This design comes from an exercise in tuning for small area, a short achievable clock period and few clock cycles per item on the open sky130 flow, not from production work. In this exercise RTL edits were held to simulation tests only and were not proved equivalent to the original.

**flow/config.mk**
```make
export PLATFORM = sky130hd
export DESIGN_NAME = aes_ctr_top
export DESIGN_NICKNAME = aes_ctr_top
export VERILOG_FILES = /design/flow/design.v
export SDC_FILE = /design/flow/constraint.sdc
export NUM_CORES = 4
export LEC_CHECK = 0
export CAP_MARGIN = 20
export CORE_MARGIN = 2
export CORE_UTILIZATION = 25
export PLACE_DENSITY = 0.4
export SLEW_MARGIN = 20
```
**flow/constraint.sdc**
```tcl
create_clock -name core_clock -period 7.0 [get_ports {clock}]
set_input_delay 1.4000 -clock core_clock [delete_from_list [all_inputs] [get_ports {clock}]]
set_output_delay 1.4000 -clock core_clock [all_outputs]
set_load 0.01 [all_outputs]
```
**flow/design.v**
```verilog
`default_nettype none
package aes_pkg;
    typedef logic [7:0] byte_t;
    typedef logic [32-1:0] word_t;
    typedef logic [128-1:0] block_t;
    typedef logic [256-1:0] key_t;
    typedef logic [64-1:0] half_t;
    typedef logic [3:0] round_t;
    typedef enum logic [1:0] {
        ctr_idle,
        ctr_load,
        ctr_round,
        ctr_done
    } ctr_state_t;
    localparam logic [2047:0] sbox_table = {
        128'h637c777b_f26b6fc5_3001672b_fed7ab76, 128'hca82c97d_fa5947f0_add4a2af_9ca472c0,
        128'hb7fd9326_363ff7cc_34a5e5f1_71d83115, 128'h04c723c3_1896059a_071280e2_eb27b275,
        128'h09832c1a_1b6e5aa0_523bd6b3_29e32f84, 128'h53d100ed_20fcb15b_6acbbe39_4a4c58cf,
        128'hd0efaafb_434d3385_45f9027f_503c9fa8, 128'h51a3408f_929d38f5_bcb6da21_10fff3d2,
        128'hcd0c13ec_5f974417_c4a77e3d_645d1973, 128'h60814fdc_222a9088_46eeb814_de5e0bdb,
        128'he0323a0a_4906245c_c2d3ac62_9195e479, 128'he7c8376d_8dd54ea9_6c56f4ea_657aae08,
        128'hba78252e_1ca6b4c6_e8dd741f_4bbd8b8a, 128'h703eb566_4803f60e_613557b9_86c11d9e,
        128'he1f89811_69d98e94_9b1e87e9_ce5528df, 128'h8ca1890d_bfe64268_41992d0f_b054bb16
    };
    function automatic byte_t sbox(input byte_t value);
        sbox = sbox_table[{~value, 3'b000} +: 8];
    endfunction
    function automatic byte_t xtime(input byte_t value);
        xtime = {value[6:0], 1'b0} ^ (value[7] ? 8'h1b : 8'h00);
    endfunction
endpackage
`default_nettype wire
`timescale 1ns/1ps
`default_nettype none
module aes_ctr_control (
    input  logic clock,
    input  logic reset,
    input  logic start,
    input  logic init,
    input  logic key_valid,
    output logic ready,
    output logic valid,
    output logic busy,
    output logic counter_load,
    output logic counter_step,
    output logic key_load,
    output logic key_step,
    output logic block_load,
    output logic round_enable,
    output logic final_round
);
    localparam aes_pkg::round_t last_round = aes_pkg::round_t'(14);
    aes_pkg::ctr_state_t state;
    aes_pkg::ctr_state_t next_state;
    aes_pkg::round_t     round_count;
    always_comb begin
        next_state = state;
        case (state)
            aes_pkg::ctr_idle: begin
                if (start && key_valid) begin
                    next_state = aes_pkg::ctr_load;
                end
            end
            aes_pkg::ctr_load: begin
                next_state = aes_pkg::ctr_round;
            end
            aes_pkg::ctr_round: begin
                if (round_count == last_round) begin
                    next_state = aes_pkg::ctr_done;
                end
            end
            aes_pkg::ctr_done: begin
                next_state = aes_pkg::ctr_idle;
            end
            default: begin
                next_state = aes_pkg::ctr_idle;
            end
        endcase
    end
    always_ff @(posedge clock or posedge reset) begin
        if (reset) begin
            state <= aes_pkg::ctr_idle;
        end else begin
            state <= next_state;
        end
    end
    always_ff @(posedge clock or posedge reset) begin
        if (reset) begin
            round_count <= '0;
        end else if (block_load) begin
            round_count <= aes_pkg::round_t'(1);
        end else if (round_enable) begin
            round_count <= round_count + aes_pkg::round_t'(1);
        end
    end
    assign ready = (state == aes_pkg::ctr_idle);
    assign valid = (state == aes_pkg::ctr_done);
    assign busy  = (state == aes_pkg::ctr_load) || (state == aes_pkg::ctr_round);
    assign counter_load = ready && init;
    assign counter_step = valid;
    assign key_load     = ready && start && key_valid;
    assign block_load   = (state == aes_pkg::ctr_load);
    assign round_enable = (state == aes_pkg::ctr_round);
    assign key_step     = round_enable;
    assign final_round  = round_enable && (round_count == last_round);
endmodule
`default_nettype wire
`timescale 1ns/1ps
`default_nettype none
module aes_key_schedule (
    input  logic            clock,
    input  logic            reset,
    input  logic            key_load,
    input  logic            key_step,
    input  aes_pkg::key_t   aes_key,
    output aes_pkg::block_t round_key
);
    localparam int word_bits = 32;
    localparam int key_msb = 256 - 1;
    aes_pkg::key_t  window;
    logic           odd_step;
    aes_pkg::byte_t rcon;
    aes_pkg::word_t last_word;
    aes_pkg::word_t sub_word;
    aes_pkg::word_t mix_word;
    aes_pkg::word_t new_words [4];
    assign round_key = window[128-1:0];
    assign last_word = window[word_bits-1:0];
    always_comb begin
        for (int b = 0; b < 4; b++) begin
            sub_word[8 * b +: 8] = aes_pkg::sbox(last_word[8 * b +: 8]);
        end
    end
    assign mix_word = odd_step ? sub_word
                    : {sub_word[word_bits-9:0], sub_word[word_bits-1 -: 8]}
                      ^ {rcon, {(word_bits - 8){1'b0}}};
    always_comb begin
        new_words[0] = window[key_msb -: word_bits] ^ mix_word;
        for (int j = 1; j < 4; j++) begin
            new_words[j] = window[key_msb - j * word_bits -: word_bits] ^ new_words[j - 1];
        end
    end
    always_ff @(posedge clock or posedge reset) begin
        if (reset) begin
            window   <= '0;
            odd_step <= 1'b0;
            rcon     <= 8'h01;
        end else if (key_load) begin
            window   <= aes_key;
            odd_step <= 1'b0;
            rcon     <= 8'h01;
        end else if (key_step) begin
            window   <= {window[128-1:0],
                         new_words[0], new_words[1], new_words[2], new_words[3]};
            odd_step <= ~odd_step;
            if (!odd_step) begin
                rcon <= aes_pkg::xtime(rcon);
            end
        end
    end
endmodule
`default_nettype wire
`timescale 1ns/1ps
`default_nettype none
module aes_round_datapath (
    input  logic            clock,
    input  logic            reset,
    input  logic            block_load,
    input  logic            round_enable,
    input  logic            final_round,
    input  aes_pkg::block_t counter_block,
    input  aes_pkg::block_t round_key,
    input  aes_pkg::block_t data_in,
    input  aes_pkg::block_t first_key,
    output aes_pkg::block_t data_out
);
    localparam int msb = 128 - 1;
    aes_pkg::block_t cipher_state;
    aes_pkg::block_t shifted;
    aes_pkg::block_t mixed;
    aes_pkg::block_t round_out;
    always_comb begin
        for (int c = 0; c < 4; c++) begin
            for (int r = 0; r < 4; r++) begin
                shifted[msb - 8 * (4 * c + r) -: 8] =
                    aes_pkg::sbox(cipher_state[msb - 8 * (4 * ((c + r) % 4) + r) -: 8]);
            end
        end
    end
    always_comb begin
        aes_pkg::byte_t col [4];
        aes_pkg::byte_t dbl [4];
        for (int c = 0; c < 4; c++) begin
            for (int r = 0; r < 4; r++) begin
                col[r] = shifted[msb - 8 * (4 * c + r) -: 8];
                dbl[r] = aes_pkg::xtime(col[r]);
            end
            for (int r = 0; r < 4; r++) begin
                mixed[msb - 8 * (4 * c + r) -: 8] =
                    dbl[r] ^ dbl[(r + 1) % 4] ^ col[(r + 1) % 4]
                    ^ col[(r + 2) % 4] ^ col[(r + 3) % 4];
            end
        end
    end
    assign round_out = (final_round ? shifted : mixed) ^ round_key;
    always_ff @(posedge clock or posedge reset) begin
        if (reset) begin
            cipher_state <= '0;
            data_out     <= '0;
        end else if (block_load) begin
            cipher_state <= counter_block ^ first_key;
        end else if (round_enable) begin
            cipher_state <= round_out;
            if (final_round) begin
                data_out <= round_out ^ data_in;
            end
        end
    end
endmodule
`default_nettype wire
`timescale 1ns/1ps
`default_nettype none
module ctr_counter (
    input  logic            clock,
    input  logic            reset,
    input  logic            counter_load,
    input  logic            counter_step,
    input  aes_pkg::half_t  nonce,
    input  aes_pkg::half_t  counter_init,
    output aes_pkg::block_t counter_block
);
    always_ff @(posedge clock or posedge reset) begin
        if (reset) begin
            counter_block <= '0;
        end else if (counter_load) begin
            counter_block <= {nonce, counter_init};
        end else if (counter_step) begin
            counter_block <= counter_block + aes_pkg::block_t'(1);
        end
    end
endmodule
`default_nettype wire
`timescale 1ns/1ps
`default_nettype none
module aes_ctr_top (
    input  logic            clock,
    input  logic            reset,
    input  logic            start,
    input  logic            init,
    input  logic            key_valid,
    input  aes_pkg::key_t   aes_key,
    input  aes_pkg::half_t  nonce,
    input  aes_pkg::half_t  counter_init,
    input  aes_pkg::block_t data_in,
    output logic            ready,
    output logic            valid,
    output logic            busy,
    output aes_pkg::block_t data_out
);
    logic            counter_load;
    logic            counter_step;
    logic            key_load;
    logic            key_step;
    logic            block_load;
    logic            round_enable;
    logic            final_round;
    aes_pkg::block_t counter_block;
    aes_pkg::block_t round_key;
    aes_pkg::block_t first_key;
    assign first_key = aes_key[256-1 -: 128];
    aes_ctr_control control0 (
        .clock        (clock),
        .reset        (reset),
        .start        (start),
        .init         (init),
        .key_valid    (key_valid),
        .ready        (ready),
        .valid        (valid),
        .busy         (busy),
        .counter_load (counter_load),
        .counter_step (counter_step),
        .key_load     (key_load),
        .key_step     (key_step),
        .block_load   (block_load),
        .round_enable (round_enable),
        .final_round  (final_round)
    );
    ctr_counter counter0 (
        .clock         (clock),
        .reset         (reset),
        .counter_load  (counter_load),
        .counter_step  (counter_step),
        .nonce         (nonce),
        .counter_init  (counter_init),
        .counter_block (counter_block)
    );
    aes_key_schedule key_schedule0 (
        .clock     (clock),
        .reset     (reset),
        .key_load  (key_load),
        .key_step  (key_step),
        .aes_key   (aes_key),
        .round_key (round_key)
    );
    aes_round_datapath datapath0 (
        .clock         (clock),
        .reset         (reset),
        .block_load    (block_load),
        .round_enable  (round_enable),
        .final_round   (final_round),
        .counter_block (counter_block),
        .round_key     (round_key),
        .data_in       (data_in),
        .first_key     (first_key),
        .data_out      (data_out)
    );
endmodule
`default_nettype wire
```
**flow/run.sh**
```bash
#!/bin/bash
# synth_recipe.tcl (not shown) runs the flow's synth.tcl, then flattens the netlist and writes it again
# the make line also repeats each setting of config.mk as NAME=value (left out here)
make -C /OpenROAD-flow-scripts/flow DESIGN_CONFIG=/design/flow/config.mk WORK_HOME=/design/flow/orfs CLKGATE_MAP_FILE= SYNTH_SCRIPT=/design/flow/synth_recipe.tcl finish
```
==> flow_metrics.tcl <==
set metrics [dict create \
    run_status "finished clean" \
    syn_inst 15300 \
    grt_max_degree 131 \
    htree_levels 3 \
    cap_violations 0 \
    antenna_left 0 \
    final_core_util_pct 28.4 \
    critPathRequiredTime_ps 7740 \
    max_freq_mhz 167 \
    synth-simple-area-share_pct 22.8 \
    hp-class "reg2reg" \
    crit_chain "buf_4 -> ha_1 -> buf_4 -> nand2b_1 -> a21oi_1 -> o32a_1 -> mux4_2 -> a211o_1 -> xnor2_2 -> xnor2_1 -> xnor2_1 -> mux2i_1 -> xnor2_1 -> o21ai_1 -> o21ai_1" \
    r2r_slack_ps 1000 \
    grt_use_total_pct 32.3 \
    via_per_inst 6.30 \
    worstPathArrival_ps 6740 \
    drive_gt1_share_pct 9.37 \
    wire_per_inst_um 36.2 \
    clock-sinks 655 \
    design_area_sq_um 124000 \
    synthesis.area_sq_um 110000 \
    core-area_sq_um 437000 \
    area_growth_pct 13.5 \
    synth-adder-area-share_pct 3.38 \
    min_period_over_period_pct 85.7 \
    min_period_ps 6000 \
    die_x_um 666 \
    avgSynthCellArea_sq_um 7.17 \
    path_clk_slew_ps 60 \
    slew_violations 0 \
    fin_worst_skew_ps 96.2 \
    yosys_most_used_dff "dfrtp_1" \
    critPathKind "reg2reg" \
    start_util_pct 25.1 \
    ys_ff_latch 655 \
    cts_max_path_buffers 4 \
    synth_edf_count 0 \
    critical_path.startpoint "datapath0.cipher_state[25]" \
    dr.first_iter.drc_count 20000 \
    grt_remaining_overflow 0 \
    clockRootBuffer "clkbuf_16" \
    synthDistinctLibCells 129 \
    cts_tree "built" \
    synth-warning-count 7 \
    rsz0062_at_grt "false" \
    synth_top_family_by_area "compound AO/OA/AOI/OAI gates" \
    synth_xor_area_share_pct 10.4 \
    dr.pass1.iters 8 \
    tightest_slew_ps 1250 \
    final.setup.tns_ps 0 \
    slowest_stage "ha_1" \
    synth_compound_area_share_pct 32.8 \
    cts_buffers 99 \
    grt_antenna_before_repair 57 \
    cp_top_family "compound AO/OA/AOI/OAI gates" \
    critPathCapture "datapath0.cipher_state[0]" \
    cpMostUsedCell "xnor2_1" \
    syn_nets 16100 \
    hold_buffers 0 \
    boundaryPins 648 \
    finalSetupViolCount 0 \
    postCtsSetupRepairBufs 0 \
    grt_pass1_wl_um 1040000 \
    grt_pass1_vias 122000 \
    post_cts_resize_count 0 \
    yosysTopAreaCellShare_pct 14.9 \
    portBuffers 647 \
    postRouteWirelength_um 752000 \
    drc_errors 0 \
    r2r-end "datapath0.cipher_state[0]" \
    place_congestion 1.03 \
    clk-insertion-delay-late_ps 960 \
    reg2reg_depth 15 \
    placed_area_sq_um 121000 \
    synth_area_leaders "dfrtp_1 (15%), o21ai_0 (6.5%), xnor2_1 (6.1%), nand2_1 (5.4%), a21oi_1 (5.2%)" \
    via_count 131000 \
    synth.most_common_cell "nand2_1" \
    crit_buf_inv 2 \
    synthArstFlopShare_pct 100 \
    dieArea_sq_um 443000 \
    cp-start-kind "flip-flop" \
    max_stage_delay_ps 900 \
    yosysSeqAreaShare_pct 15.0 \
    maxSlewHeadroom_pct 16.5 \
    crit_path_end_kind "flip-flop" \
    die_y_um 666 \
    synthTopCellsByCount "nand2_1 (1590), o21ai_0 (1414), a21oi_1 (1136)" \
    n_fill_cell 48300 \
    path_max_fanout 37 \
    hold_viol 0 \
    synth_mux_area_share_pct 7.93 \
    dp.final_hpwl_um 568000 \
    final_nets 15700 \
    reg2reg_from "datapath0.cipher_state[25]" \
    netlist.top_cell.by_area "dfrtp_1" \
    rows 243 \
    crit_cells 15 \
]
==> cells by family (layout without fill, tap and decap cells) <==
logic type | Yosys count | count (layout)
AOI/OAI and AO/OA | 5383 | 5383
and+or+nand+nor | 5166 | 5166
buffers and inverters | 1945 | 1675
xor gates and xnor gates | 1245 | 1245
DFF | 655 | 655
muxes | 592 | 592
adders and majority gates | 296 | 296
other | 0 | 16
==> routing by layer <==
metal / vias to the layer above / share of wire (%) / global-route usage (%)
met4: 44 / 8.1 / 21.2
met3: 1584 / 9.3 / 6.54
li1: 55800 / - / -
met2: 8254 / 43 / 49.0
met1: 65200 / 40 / 41.5
met5: - / 0.039 / 0
==> worst register-to-register path: cells and delay by family (launching register included) <==
| family | cells | cell delay [ps] |
|---|---|---|
| AO/OA/AOI/OAI | 5 | 1240 |
| multiplexers | 2 | 1150 |
| XOR/XNOR | 4 | 1090 |
| adder cells (fa/ha/maj) | 1 | 920 |
| buffers and inverters | 2 | 760 |
| flip-flops | 1 | 370 |
| AND/OR/NAND/NOR | 1 | 320 |
==> cell type report <==
class                   count  area, sq um  area share [%]
multi-input cells       12700        85000            68.4
well taps                5757         7200            5.79
inverters                 240          917           0.738
clock inverters            33          420           0.338
clock buffers             147         2860            2.30
diodes                     16         40.0          0.0322
flip-flops and latches    655        16600            13.3
repair buffers           1255        11300            9.10
==> how the worst min path moves through the flow <==
stage | from | end | slack (ps) | cells past startpoint
after CTS | datapath0.data_out[99] | datapath0.data_out[99] | 480 | 2
after global routing | datapath0.data_out[49] | datapath0.data_out[49] | 490 | 2
after floorplan | control0.round_count[3] | control0.round_count[3] | 480 | 1
final | datapath0.data_out[87] | datapath0.data_out[87] | 470 | 2
after detailed placement | datapath0.data_out[99] | datapath0.data_out[99] | 470 | 2
after global placement | datapath0.data_out[4] | datapath0.data_out[4] | 460 | 2
==> placed cells by master, fill, tap and decap left out, drive strengths merged, types with 424 or more instances in the layout <==
master         netlist  final
nor3               457    457
nand2b             424    424
xnor2              767    767
nand3              444    444
xor2               450    450
nor2              1066   1066
clkdlybuf4s50        0    647
nand2             1590   1590
dfrtp              654    654
o21ai             1486   1486
buf                750    608
a21oi             1137   1137
==> stage by stage <==
step / instances / hold WS, ps / setup slack (ps)
2_1_floorplan: 15300 / 478 / -3350
3_3_place_gp: 20600 / 459 / 1070
3_5_place_dp: 20600 / 470 / 1210
4_1_cts: 20800 / 483 / 1150
5_1_grt: 20800 / 495 / 1020
6_report: 20800 / 475 / 1000
==> sequential cells by signal, indices dropped and copies added (netlist names) <==
name                    count
datapath0.cipher_state    128
key_schedule0.window      256
control0.round_count        4
datapath0.data_out        128
control0.state              2
key_schedule0.rcon          8
counter0.counter_block    128
key_schedule0.odd_step      1
Testbench counts, summed over its fixed seeds: cycles 6,520, items 384.

[port drivers added, routing unchanged]
In the flow no input, the clock included, has a driving cell. The finished layout below was timed again as built, in two steps.
Step 1 sets driving cells, clkbuf_16 on the clock port and buf_2 on the other inputs (assumed; they add their load-dependent delay and slew).
Step 2 times the ports against the registers' clock, not the clock port: input delays grow and output delays shrink by t, the midpoint of the rising clock arrivals with the driver on.
a / b / c = ideal ports / drivers / drivers and shift; a / b = the first two.
t (ns): 1.020
setup WS [ns]: 1.000 / 1.000 / 1.000
worst data-port slew with drivers (ns): 0.27
After both steps this run still meets setup and hold. The setup slack of this run moves by 0.000 ns with the drivers and by 0.000 ns with both steps.
